This is an optimization exercise on Yosys and OpenROAD, whose aim is small area and a short achievable clock period, not a production implementation.
At most, simulation tests tie the RTL to the original design; equivalence was not proved.
Power and IR drop assume default switching activity.

==> flow/design.v (excerpt) <==
module bit_manipulation_unit (
  input  logic              clk,
  input  logic              rst_n,
  input  logic              valid_in,
  input  bmu_pkg::bmu_op_t  op,
  input  logic              csr_ren,
  input  logic [xlen-1:0]   csr_rddata,
  input  logic [xlen-1:0]   a,
  input  logic [xlen-1:0]   b,
  output logic [xlen-1:0]   result,
  output logic              result_valid,
  output logic              error
);
  logic [shamt_w-1:0] s;
  logic               nc;
  logic               rev8, orcb;
  logic               lft, rgt, shn;
  logic [shamt_w-1:0] amt;
  logic [3:0]         swap16;
  logic [xlen-1:0]    therm;      
  logic [xlen-1:0]    onehot;
  logic [xlen-1:0]    mask, fmask;
  logic               fill;
  logic [xlen-1:0]    r2, xa, sout;
  logic [xlen-1:0]    sum;
  logic               lt;
  logic               adder_sel;
  logic [xlen-1:0]    xl, lout;
  logic [19:0]        tt;
  logic [cnt_w-1:0]   count;
  logic [3:0]         nzb;
  logic               sel_a;
  logic               csr_sel;
  logic               err_d;
  logic [xlen-1:0]    result_d;
  assign s  = b[shamt_w-1:0];
  assign nc = ~csr_ren;
  assign rev8 = op.grev & (s == 5'd24);
  assign orcb = op.gorc & (s == 5'd7);
  assign lft = op.sll | op.rol;
  assign rgt = op.srl | op.sra | op.ror | op.bext;
  assign shn = op.sh1add | op.sh2add | op.sh3add;
  assign amt = ({shamt_w{lft}} & s) |
               ({shamt_w{rgt}} & (~s + 5'd1)) |
               {op.pack, op.packh | op.grev, 3'b0};
  assign swap16 = {amt[4] | op.grev, amt[4], amt[4] | op.grev, amt[4]};
  always_comb begin
    for (int i = 0; i < xlen; i++) begin
      therm[i] = (i >= s);
    end
  end
  always_comb begin
    for (int i = 0; i < xlen; i++) begin
      onehot[i] = therm[i] & ((i == 0) ? 1'b1 : ~therm[i-1]);
    end
  end
  always_comb begin
    for (int i = 0; i < xlen; i++) begin
      mask[i] = nc & ((op.rol | op.ror | rev8) |
                      (op.sll & therm[i]) |
                      ((op.srl | op.sra) & therm[xlen-1-i]) |
                      (op.bext & (i == 0)) |
                      (op.pack & (i >= 16)) |
                      (op.packh & (i >= 8) & (i < 16)));
      fmask[i] = ~therm[xlen-1-i];
    end
  end
  ...
Settings: LEC_CHECK=0, CAP_MARGIN=20, CORE_MARGIN=2, CORE_UTILIZATION=30, SLEW_MARGIN=20; clock period 7.0 ns.
run.sh (not shown) runs the stock make flow with config.mk's settings and CLKGATE_MAP_FILE= SYNTH_SCRIPT=/design/flow/synth_recipe.tcl, a recipe that flattens the netlist after the stock synthesis.
Rerun with:
==> flow/flow/run.sh (new file) <==
#!/bin/bash
# Standard layout, with plain buffers (not delay cells) on the ports.
set -euo pipefail
PORTBUF="BUFFER_PORTS_ARGS=-buffer_cell sky130_fd_sc_hd__buf_2"
for step in synth floorplan place cts route finish; do
  bash standard.sh "$PORTBUF" "$step" > "log_$step.txt" 2>&1
done
==> flow/standard.sh (new file) <==
#!/bin/bash
# synth_recipe.tcl (not shown) runs the flow's synth.tcl, then flattens the netlist and writes it again
# the make line also repeats each setting of config.mk as NAME=value (left out here)
make -C /OpenROAD-flow-scripts/flow DESIGN_CONFIG=/design/flow/config.mk WORK_HOME=/design/flow/orfs CLKGATE_MAP_FILE= SYNTH_SCRIPT=/design/flow/synth_recipe.tcl "${@:-finish}"
removed: flow/run.sh
Result:
- cell count drops by 3.1%
- flip-flop and latch count stays the same
- clock power came out lower by 11%
- register-to-register slack hardly moves
Function was not checked in any run of this note: the RTL went through the layout flow alone.

---

bit_manipulation_unit, a different RTL version from the one above (not shown whole).
Size in the first run: ~1400 cells after synthesis, roughly 34 flip-flops, about 170 I/O pins, ~9900 um^2 of cells after synthesis.
==> flow/design.v (excerpt) <==
module bit_manipulation_unit (
  input  logic              clk,
  input  logic              rst_n,
  input  logic              valid_in,
  input  bmu_pkg::bmu_op_t  op,
  input  logic              csr_ren,
  input  logic [xlen-1:0]   csr_rddata,
  input  logic [xlen-1:0]   a,
  input  logic [xlen-1:0]   b,
  output logic [xlen-1:0]   result,
  output logic              result_valid,
  output logic              error
);
  localparam logic [3:0] T_A    = 4'b1100;
  localparam logic [3:0] T_X    = 4'b1010;
  localparam logic [3:0] T_AND  = 4'b1000;
  localparam logic [3:0] T_ANDN = 4'b0100;
  localparam logic [3:0] T_OR   = 4'b1110;
  localparam logic [3:0] T_XOR  = 4'b0110;
  localparam logic [3:0] T_ORN  = 4'b1101;
  localparam logic [3:0] T_XNOR = 4'b1001;
  logic [shamt_w-1:0] s;
  logic               nc;
  logic               rev8, orcb;
  logic               shn, bitop;
  logic [xlen-1:0]    rot;
  logic [xlen-1:0]    sum;
  logic               lt;
  logic               adder_sel;
  logic [xlen-1:0]    lout;
  logic [19:0]        tt;
  logic [cnt_w-1:0]   low;
  ...
Settings: LEC_CHECK=0, CAP_MARGIN=20, CORE_MARGIN=2, CORE_UTILIZATION=30, SLEW_MARGIN=20; clock period 7.0 ns.
standard.sh (not shown) runs the stock make flow with config.mk's settings and CLKGATE_MAP_FILE= SYNTH_SCRIPT=/design/flow/synth_recipe.tcl, a recipe that flattens the netlist after the stock synthesis.
==> flow/flow/run.sh <==
#!/bin/bash
# Own layout flow: the standard flow (standard.sh) with
#  - synthesis kept hierarchical per module until the final flatten, and the
#    ABC mapping script replaced by flow/area.abc (delay mapping with area
#    recovery, no blanket upsizing); everything else in synth_recipe.tcl unchanged
#  - plain buf_2 port buffers instead of delay cells
#  - timing repair aimed at a setup slack margin up to CTS, and no second
#    repair pass after global routing
# Each step's full output goes to log_<step>.txt in this folder.
set -euo pipefail
HERE=$(pwd)
cat > "$HERE/own_synth.tcl" <<TCL
# replace the -script of ORFS's abc call, then run the standard flow's synthesis as is
proc abc {args} {
  set i [lsearch -exact \$args -script]
  if {\$i >= 0} { lset args [expr {\$i + 1}] $HERE/flow/area.abc }
  yosys abc {*}\$args
}
source $HERE/synth_recipe.tcl
TCL
ARGS=(
  "SYNTH_SCRIPT=$HERE/own_synth.tcl"
  "SYNTH_HIERARCHICAL=1"
  "SYNTH_MINIMUM_KEEP_SIZE=0"
  "BUFFER_PORTS_ARGS=-buffer_cell sky130_fd_sc_hd__buf_2"
  "SETUP_SLACK_MARGIN=2.7"
  "SKIP_INCREMENTAL_REPAIR=1"
)
for step in synth floorplan place cts route finish; do
  bash standard.sh "${ARGS[@]}" "$step" > "log_$step.txt" 2>&1
done
==> flow/flow/area.abc <==
&get -n
&st
&dch
&nf -R 1000
&put
topo
stime -c
Change:
==> flow/run.sh (new file) <==
#!/bin/bash
# synth_recipe.tcl (not shown) runs the flow's synth.tcl, then flattens the netlist and writes it again
# the make line also repeats each setting of config.mk as NAME=value (left out here)
make -C /OpenROAD-flow-scripts/flow DESIGN_CONFIG=/design/flow/config.mk WORK_HOME=/design/flow/orfs CLKGATE_MAP_FILE= SYNTH_SCRIPT=/design/flow/synth_recipe.tcl finish
Settings changed: SETUP_SLACK_MARGIN set to 2.5, SYNTH_HIERARCHICAL set to 1, SYNTH_MINIMUM_KEEP_SIZE set to 0.
removed: flow/flow/run.sh
removed: flow/flow/area.abc
removed: flow/standard.sh
- cell count grows by a few percent
- clock skew is unchanged
- combinational power grows by about a fifth
- worst hold slack improves by 6.0 ps
Change:
==> flow/flow/run.sh (new file) <==
#!/bin/bash
# Own layout flow: the standard flow (standard.sh) with
#  - synthesis kept hierarchical per module until the final flatten, and the
#    ABC mapping script replaced by flow/area.abc (area-oriented mapping, no
#    blanket upsizing; timing is left to the repair steps); everything else in
#    synth_recipe.tcl unchanged
#  - plain buf_2 port buffers instead of delay cells
#  - timing repair aimed at a setup slack margin up to CTS, and no second
#    repair pass after global routing
# Each step's full output goes to log_<step>.txt in this folder.
set -euo pipefail
HERE=$(pwd)
cat > "$HERE/own_synth.tcl" <<TCL
# replace the -script of ORFS's abc call, then run the standard flow's synthesis as is
proc abc {args} {
  set i [lsearch -exact \$args -script]
  if {\$i >= 0} { lset args [expr {\$i + 1}] $HERE/flow/area.abc }
  yosys abc {*}\$args
}
source $HERE/synth_recipe.tcl
TCL
ARGS=(
  "SYNTH_SCRIPT=$HERE/own_synth.tcl"
  "SYNTH_HIERARCHICAL=1"
  "SYNTH_MINIMUM_KEEP_SIZE=0"
  "BUFFER_PORTS_ARGS=-buffer_cell sky130_fd_sc_hd__buf_2"
  "SETUP_SLACK_MARGIN=2.7"
  "SKIP_INCREMENTAL_REPAIR=1"
)
for step in synth floorplan place cts route finish; do
  bash standard.sh "${ARGS[@]}" "$step" > "log_$step.txt" 2>&1
done
==> flow/flow/area.abc (new file) <==
&get -n
&st
&dch
&nf -R 1000
&put
topo
stime -c
==> flow/standard.sh (new file) <==
#!/bin/bash
# synth_recipe.tcl (not shown) runs the flow's synth.tcl, then flattens the netlist and writes it again
# the make line also repeats each setting of config.mk as NAME=value (left out here)
make -C /OpenROAD-flow-scripts/flow DESIGN_CONFIG=/design/flow/config.mk WORK_HOME=/design/flow/orfs CLKGATE_MAP_FILE= SYNTH_SCRIPT=/design/flow/synth_recipe.tcl "${@:-finish}"
Settings changed: SETUP_SLACK_MARGIN 2.5 to not set, SYNTH_HIERARCHICAL 1 to not set, SYNTH_MINIMUM_KEEP_SIZE 0 to not set.
removed: flow/run.sh
Outcome:
- worst setup slack gets better by 120 ps
- cell count goes down by a few percent
- routed wire length decreases by about a fifth
- global-route usage drops by 0.29 points
- total power decreases by roughly a tenth
- non-clock buffer count goes down by 69
- synthesized cell count shrinks by a few percent
- design area falls by about a fifth
- via count came out lower by roughly a tenth
- core utilization decreases by 2.0 points

[static timing again, ports no longer ideal]
In the flow no input, the clock included, has a driving cell. The finished layouts below were timed again as built, in two steps.
Step 1 (the two cells are an assumption about what drives the block):
set clk [get_ports {clk}]
set_driving_cell -lib_cell sky130_fd_sc_hd__clkbuf_16 $clk
set_driving_cell -lib_cell sky130_fd_sc_hd__buf_2 [delete_from_list [all_inputs] $clk]
Step 2 also shifts input and output timing later by t, the mid clock arrival at the registers, as if the neighbouring blocks saw the same clock.
a / b / c = ideal / step 1 / step 2; a / b = the first two.
| run | shift t [ns] | setup WS [ns] | worst setup path at the end | worst register clock-pin slew, ns |
|---|---|---|---|---|
| the first run of note 1 | 0.331 | 0.215 / 0.240 / -0.091 | input to register | 0.06 / 0.06 |
| the second run of note 1 | 0.328 | 0.323 / 0.343 / 0.015 | input to register | 0.06 / 0.06 |
| the first run of note 2 | 0.344 | 2.595 / 2.615 / 2.271 | input to register | 0.06 / 0.06 |
| the second run of note 2 | 0.345 | 2.477 / 2.492 / 2.147 | input to register | 0.07 / 0.07 |
| the third run of note 2 | 0.344 | 2.595 / 2.615 / 2.271 | input to register | 0.06 / 0.06 |
With both steps, setup timing fails in the first run of note 1, where it was met with ideal ports. The setup slack of the second run of note 2, which loses most, moves by +0.015 ns with the drivers and by -0.330 ns with both steps.
